Context: an optimization exercise on an open-source flow, tuned for small area, a short achievable clock period and few clock cycles per item. The choices shown serve that exercise and are no tape-out recipe. The RTL was checked by simulation tests, not by an equivalence proof against the original design.

===== config.mk =====
export PLATFORM = sky130hd
export DESIGN_NAME = fltr_sched
export DESIGN_NICKNAME = fltr_sched
export VERILOG_FILES = /design/flow/design.v
export SDC_FILE = /design/flow/constraint.sdc
export NUM_CORES = 4
export LEC_CHECK = 0
export CAP_MARGIN = 20
export CORE_MARGIN = 2
export CORE_UTILIZATION = 40
export SLEW_MARGIN = 20

===== constraint.sdc =====
create_clock -name core_clock -period 11.0 [get_ports {clk}]
set_input_delay 2.2000 -clock core_clock [delete_from_list [all_inputs] [get_ports {clk}]]
set_output_delay 2.2000 -clock core_clock [all_outputs]
set_load 0.01 [all_outputs]

===== design.v =====
module fltr_sched #(
   parameter int unsigned NCH  = 4,
   parameter int unsigned TAPS = 4,
   parameter int unsigned DW   = 16,
   parameter int unsigned CW   = 16,
   parameter int unsigned OW   = 32
) (
   input  logic                     clk,
   input  logic                     rst_n,
   input  logic [NCH-1:0]           req_vld,
   input  logic [NCH*DW-1:0]        req_data,
   output logic [NCH-1:0]           req_rdy,
   input  logic                     cfg_we,
   input  logic [$clog2(TAPS)-1:0]  cfg_addr,
   input  logic [CW-1:0]            cfg_coef,
   output logic                     cfg_busy,
   output logic                     out_vld,
   input  logic                     out_rdy,
   output logic [$clog2(NCH)-1:0]   out_ch,
   output logic [OW-1:0]            out_data
);
   localparam int unsigned CHW = $clog2(NCH);
   localparam int unsigned KW  = $clog2(TAPS);
   localparam int unsigned PW  = DW + CW;
   localparam int unsigned AW  = PW + KW;
   localparam int unsigned SW  = (AW > OW) ? AW : OW;
   localparam logic [1:0] IDLE = 2'd0;
   localparam logic [1:0] MAC  = 2'd1;
   localparam logic [1:0] OUT  = 2'd2;
   localparam logic signed [SW-1:0] SAT_MAX = {{(SW-OW+1){1'b0}}, {(OW-1){1'b1}}};
   localparam logic signed [SW-1:0] SAT_MIN = {{(SW-OW+1){1'b1}}, {(OW-1){1'b0}}};
   logic [1:0]             state_q, state_d;
   logic [NCH-1:0][TAPS-1:0][DW-1:0] dly_q, dly_d;
   logic [TAPS-1:0][CW-1:0]          coef_q, coef_d;
   logic signed [AW-1:0]   acc_q, acc_d;
   logic [KW-1:0]          tap_q, tap_d;
   logic [CHW-1:0]         last_q, last_d;
   logic [CHW-1:0]         ch_q, ch_d;
   logic                   vld_q, vld_d;
   logic [OW-1:0]          data_q, data_d;
   logic                   busy_q, busy_d;
   logic                   gnt_vld;
   logic [CHW-1:0]         gnt_ch;
   logic                   hs;
   logic signed [PW-1:0]   prod;
   logic signed [AW-1:0]   acc_sum;
   logic signed [SW-1:0]   acc_ext;
   logic [OW-1:0]          acc_sat;
   always_comb begin
      logic [CHW-1:0] idx;
      gnt_vld = 1'b0;
      gnt_ch  = last_q;
      idx     = '0;
      for (int unsigned n = 1; n <= NCH; n++) begin
         idx = CHW'((32'(last_q) + n) % NCH);
         if (!gnt_vld && req_vld[idx]) begin
            gnt_vld = 1'b1;
            gnt_ch  = idx;
         end
      end
   end
   assign hs      = (state_q == IDLE) && gnt_vld;
   assign req_rdy = hs ? (NCH'(1'b1) << gnt_ch) : '0;
   assign prod    = $signed(coef_q[tap_q]) * $signed(dly_q[ch_q][tap_q]);
   assign acc_sum = acc_q + AW'(prod);
   assign acc_ext = SW'(acc_sum);
   assign acc_sat = (acc_ext > SAT_MAX) ? SAT_MAX[OW-1:0] :
                    (acc_ext < SAT_MIN) ? SAT_MIN[OW-1:0] : acc_ext[OW-1:0];
   always_comb begin
      state_d = state_q;
      dly_d   = dly_q;
      coef_d  = coef_q;
      acc_d   = acc_q;
      tap_d   = tap_q;
      last_d  = last_q;
      ch_d    = ch_q;
      vld_d   = vld_q;
      data_d  = data_q;
      case (state_q)
         IDLE: begin
            if (cfg_we && (32'(cfg_addr) < TAPS)) coef_d[cfg_addr] = cfg_coef;
            if (hs) begin
               for (int unsigned k = TAPS - 1; k > 0; k--) dly_d[gnt_ch][k] = dly_q[gnt_ch][k-1];
               dly_d[gnt_ch][0] = req_data[32'(gnt_ch)*DW +: DW];
               acc_d   = '0;
               tap_d   = '0;
               last_d  = gnt_ch;
               ch_d    = gnt_ch;
               state_d = MAC;
            end
         end
         MAC: begin
            acc_d = acc_sum;
            tap_d = tap_q + KW'(1);
            if (tap_q == KW'(TAPS - 1)) begin
               state_d = OUT;
               vld_d   = 1'b1;
               data_d  = acc_sat;
            end
         end
         OUT: begin
            if (out_rdy) begin
               vld_d   = 1'b0;
               state_d = IDLE;
            end
         end
         default: state_d = IDLE;
      endcase
      busy_d = (state_d != IDLE);
   end
   always_ff @(posedge clk or negedge rst_n) begin
      if (!rst_n) begin
         state_q <= IDLE;
         dly_q   <= '0;
         coef_q  <= '0;
         acc_q   <= '0;
         tap_q   <= '0;
         last_q  <= CHW'(NCH - 1);
         ch_q    <= '0;
         vld_q   <= 1'b0;
         data_q  <= '0;
         busy_q  <= 1'b0;
      end else begin
         state_q <= state_d;
         dly_q   <= dly_d;
         coef_q  <= coef_d;
         acc_q   <= acc_d;
         tap_q   <= tap_d;
         last_q  <= last_d;
         ch_q    <= ch_d;
         vld_q   <= vld_d;
         data_q  <= data_d;
         busy_q  <= busy_d;
      end
   end
   assign cfg_busy = busy_q;
   assign out_vld  = vld_q;
   assign out_ch   = ch_q;
   assign out_data = data_q;
endmodule

===== run.sh =====
#!/bin/bash
# synth_recipe.tcl (not shown) runs the flow's synth.tcl, then flattens the netlist and writes it again
# the make line also repeats each setting of config.mk as NAME=value (left out here)
make -C /OpenROAD-flow-scripts/flow DESIGN_CONFIG=/design/flow/config.mk WORK_HOME=/design/flow/orfs CLKGATE_MAP_FILE= SYNTH_SCRIPT=/design/flow/synth_recipe.tcl finish

==> impl_metrics.ini <==
[outcome]
status = no timing/DRC/antenna violations

[floorplanning]
core-area_sq_mm = 0.0730
initial_core_util_pct = 40.5
die_area_sq_mm = 0.0760
rows = 99
ios = 130
fp.dieW_microns = 276
fp.dieH_microns = 276

[synth]
synth_common_cells = 394 x dfrtp_1, 351 x inv_1, 336 x a22o_1, 305 x fa_1
synth_edf_count = 0
synth_nets = 3024
synth_compound_area_share_pct = 14.7
synthMostInstantiatedCell = dfrtp_1
synth-seq-cells = 396
synth_simple_gate_area_share_pct = 6.52
synth_ff_type = dfrtp_1
syn_area_sq_mm = 0.0295
synthArstFlopShare_pct = 100
synth_top_area_cell = dfrtp_1
seq_area_frac_synth_pct = 33.6
synth_top_family_by_area = adder cells
synth_mux_area_share_pct = 12.1
synth_cells = 2515
synthAdderAreaFrac_pct = 25.5
synth_top_area_share_pct = 33.4
synth_area_leaders = dfrtp_1 33%, fa_1 21%, mux4_2 10%, a22o_1 10%, ha_1 4.8%
yosys_warnings = 1
ys_types = 68
avgSynthCellArea_sq_um = 11.7
synth_xor_area_share_pct = 1.12

[place]
port_buffers = 129
finalWeightedCongestion = 0.861
pre_cts_ws_ns = 1.51
post-place-cells = 3499
place_hpwl_mm = 55.7

[sta]
setup_viol = 0
final_hold_viol_count = 0
max_freq_mhz = 105
finalCritPeriodShare_pct = 86.2
setup_tns_ns = 0
period_needed_ns = 9.48
skew_ns = 0.0362
maxSlewHeadroom_pct = 23.1
maxSlewViolCount = 0
layout_setup_ws_ns = 1.52
rsz0062_at_grt = false
worstMarginPinSlew_ns = 1.15

[setup_path]
start_kind = flop
critPathCaptureType = flop
crit_path_start = tap_q[1]
crit_path_max_fanout = 68
rr_startpoint = tap_q[1]
arrival_ns = 10.01
critPathRequiredTime_ns = 11.53
path_class = flop to flop

[clock_network]
cts_tree = done
cts_max_path_buffers = 3
cts_resized = 0
cts_htree_levels = 2
clk_pin_slew_worst_paths_ns = 0.06
ctsHoldBuffers = 0
clk_latency_ns = 0.61
post-cts-setup-buffer-count = 0
cts_num_sinks = 396
cts_buffers = 45
cts-root-buf = clkbuf_16

[global_route]
grt_max_degree = 180
grt.overflow.total = 0
grt_first_pass_wirelength_mm = 132
grt.total_usage_pct = 22.2
antenna_found_initial = 2
grt_pass1_vias = 23034

[layout]
fillers = 6508
design.final.nets = 3096
area_growth_syn_to_layout_pct = 13.5
final_core_util_pct = 45.9
drive_gt1_share_pct = 12.1
stdcell_count = 3584

[worst_hold_path]
min_path_type = flop to flop
hp-start = data_q[31]

[detailed_routing]
dr.pass1.iters = 6
postRouteAntennaNets = 0
vias = 20903
drt-total-wl_mm = 80.5
post_drt_wl_per_cell_microns = 22.5
first_iter_violations = 1668
viasPerCell = 5.83
drcViolationCount = 0

[flow_run]
cap_viol_max_count = 0
## per-stage QoR
step,area (sq um),hold slack (ns)
final,33500,0.484
after global routing,33500,0.513
after CTS,33500,0.489
after detailed placement,31900,0.480
after global placement,31900,0.473
after floorplan,29500,0.446
## worst paths after layout
kind                         endpoint  slack [ns]  cells after the start
setup reg to reg            data_q[2]        1.52                     21
hold / removal             data_q[31]        0.48                      2
max in group asynchronous    acc_q[5]        7.18                      3
setup / recovery            data_q[2]        1.52                     21
min in group asynchronous   dly_q[70]        1.56                      1
hold reg to reg            data_q[31]        0.48                      2
## sequential cells by signal, indices dropped and copies added, names as in the netlist, 2 cells and up
name and count:
coef_q 64, last_q 2, tap_q 2, data_q 32
ch_q 2, state_q 2, dly_q 256, acc_q 34
## area by class of cell
| class | instances | area (sq um) | share of cell area, % |
|---|---|---|---|
| antenna | 2 | 5.00 | 0.0149 |
| clock buffer | 55 | 1210 | 3.62 |
| multi-input combinational | 1623 | 17800 | 53.1 |
| tap | 959 | 1200 | 3.58 |
| inverter | 351 | 1320 | 3.93 |
| clock inverter | 28 | 409 | 1.22 |
| timing repair buffer | 170 | 1630 | 4.86 |
| sequential | 396 | 9920 | 29.6 |
## critical path, cell delays in order, from the launching register on
cell and delay, ns:
dfrtp_4 1.09, mux2_2 0.44, o21ai_0 0.80, nor2_1 0.28, fa_1 0.58, fa_1 0.95
inv_1 0.13, fa_1 0.64, inv_1 0.16, fa_1 0.52, fa_1 0.54, inv_1 0.06
fa_1 0.54, inv_1 0.04, ha_1 0.40, a21o_1 0.21, a21o_1 0.19, a221o_1 0.34
a22oi_1 0.27, nand3_1 0.19, a21oi_4 0.71, a221o_1 0.28
## cell usage in the layout, fill, tap and decap left out, types with 13 or more instances in the layout
cell type	instances
a21oi_1	25
mux4_2	134
dfrtp_1	392
o21ai_0	38
clkbuf_16	45
nand2b_1	14
mux2_2	26
fa_1	305
o21a_1	22
buf_4	39
o21ai_1	25
a211oi_1	13
and2_1	21
nor2_1	177
inv_1	351
nand2_1	177
ha_1	114
a22o_1	336
clkdlybuf4s50_1	128
xnor2_1	26
a221o_1	31
mux2i_1	26
## metal layers
layer	track usage [%]	up-vias	wire [microns]
met5	0	-	0
met4	7.13	0	2660
met3	3.03	144	4570
met2	37.2	722	39700
met1	30.1	11158	33600
li1	-	8879	-
## kinds of logic (layout without fill, tap and decap cells)
kind of cell,after synthesis,count (layout)
AOI/OAI and AO/OA,531,531
buffers and inverters,496,604
and+or+nand+nor,451,451
adders and majority gates,419,419
DFF,396,396
muxes,186,186
xor gates and xnor gates,36,36
other,0,2
Testbench counts, summed over its fixed seeds: cycles 12,288, items 2,048.

==> static timing again, ports no longer ideal <==
The flow's constraints put no driver on any port. The routed layout listed below was extracted and timed again, unchanged, in two steps. Step 1: set_driving_cell puts a clkbuf_16 on clk and a buf_2 on each other input, an assumption about the parent block. Step 2 adds t to the input delays and takes it off the output delays; t is the mean of the earliest and latest rising clock arrival at the registers after step 1. Input paths then give back, and output paths get back, about the clock's delay inside the block. Slacks: ideal / step 1 / step 2; pairs: ideal / step 1.
shift t [ns]: 0.659
setup WS [ns]: 1.515 / 1.515 / 1.515
hold WS [ns]: 0.484 / 0.484 / 0.484
clock arrival spread, ns: 0.039 / 0.038
worst data-port slew with drivers (ns): 0.08
After both steps this run still meets setup and hold. For this run, drivers alone change the setup slack by 0.000 ns; drivers and shift together by 0.000 ns.
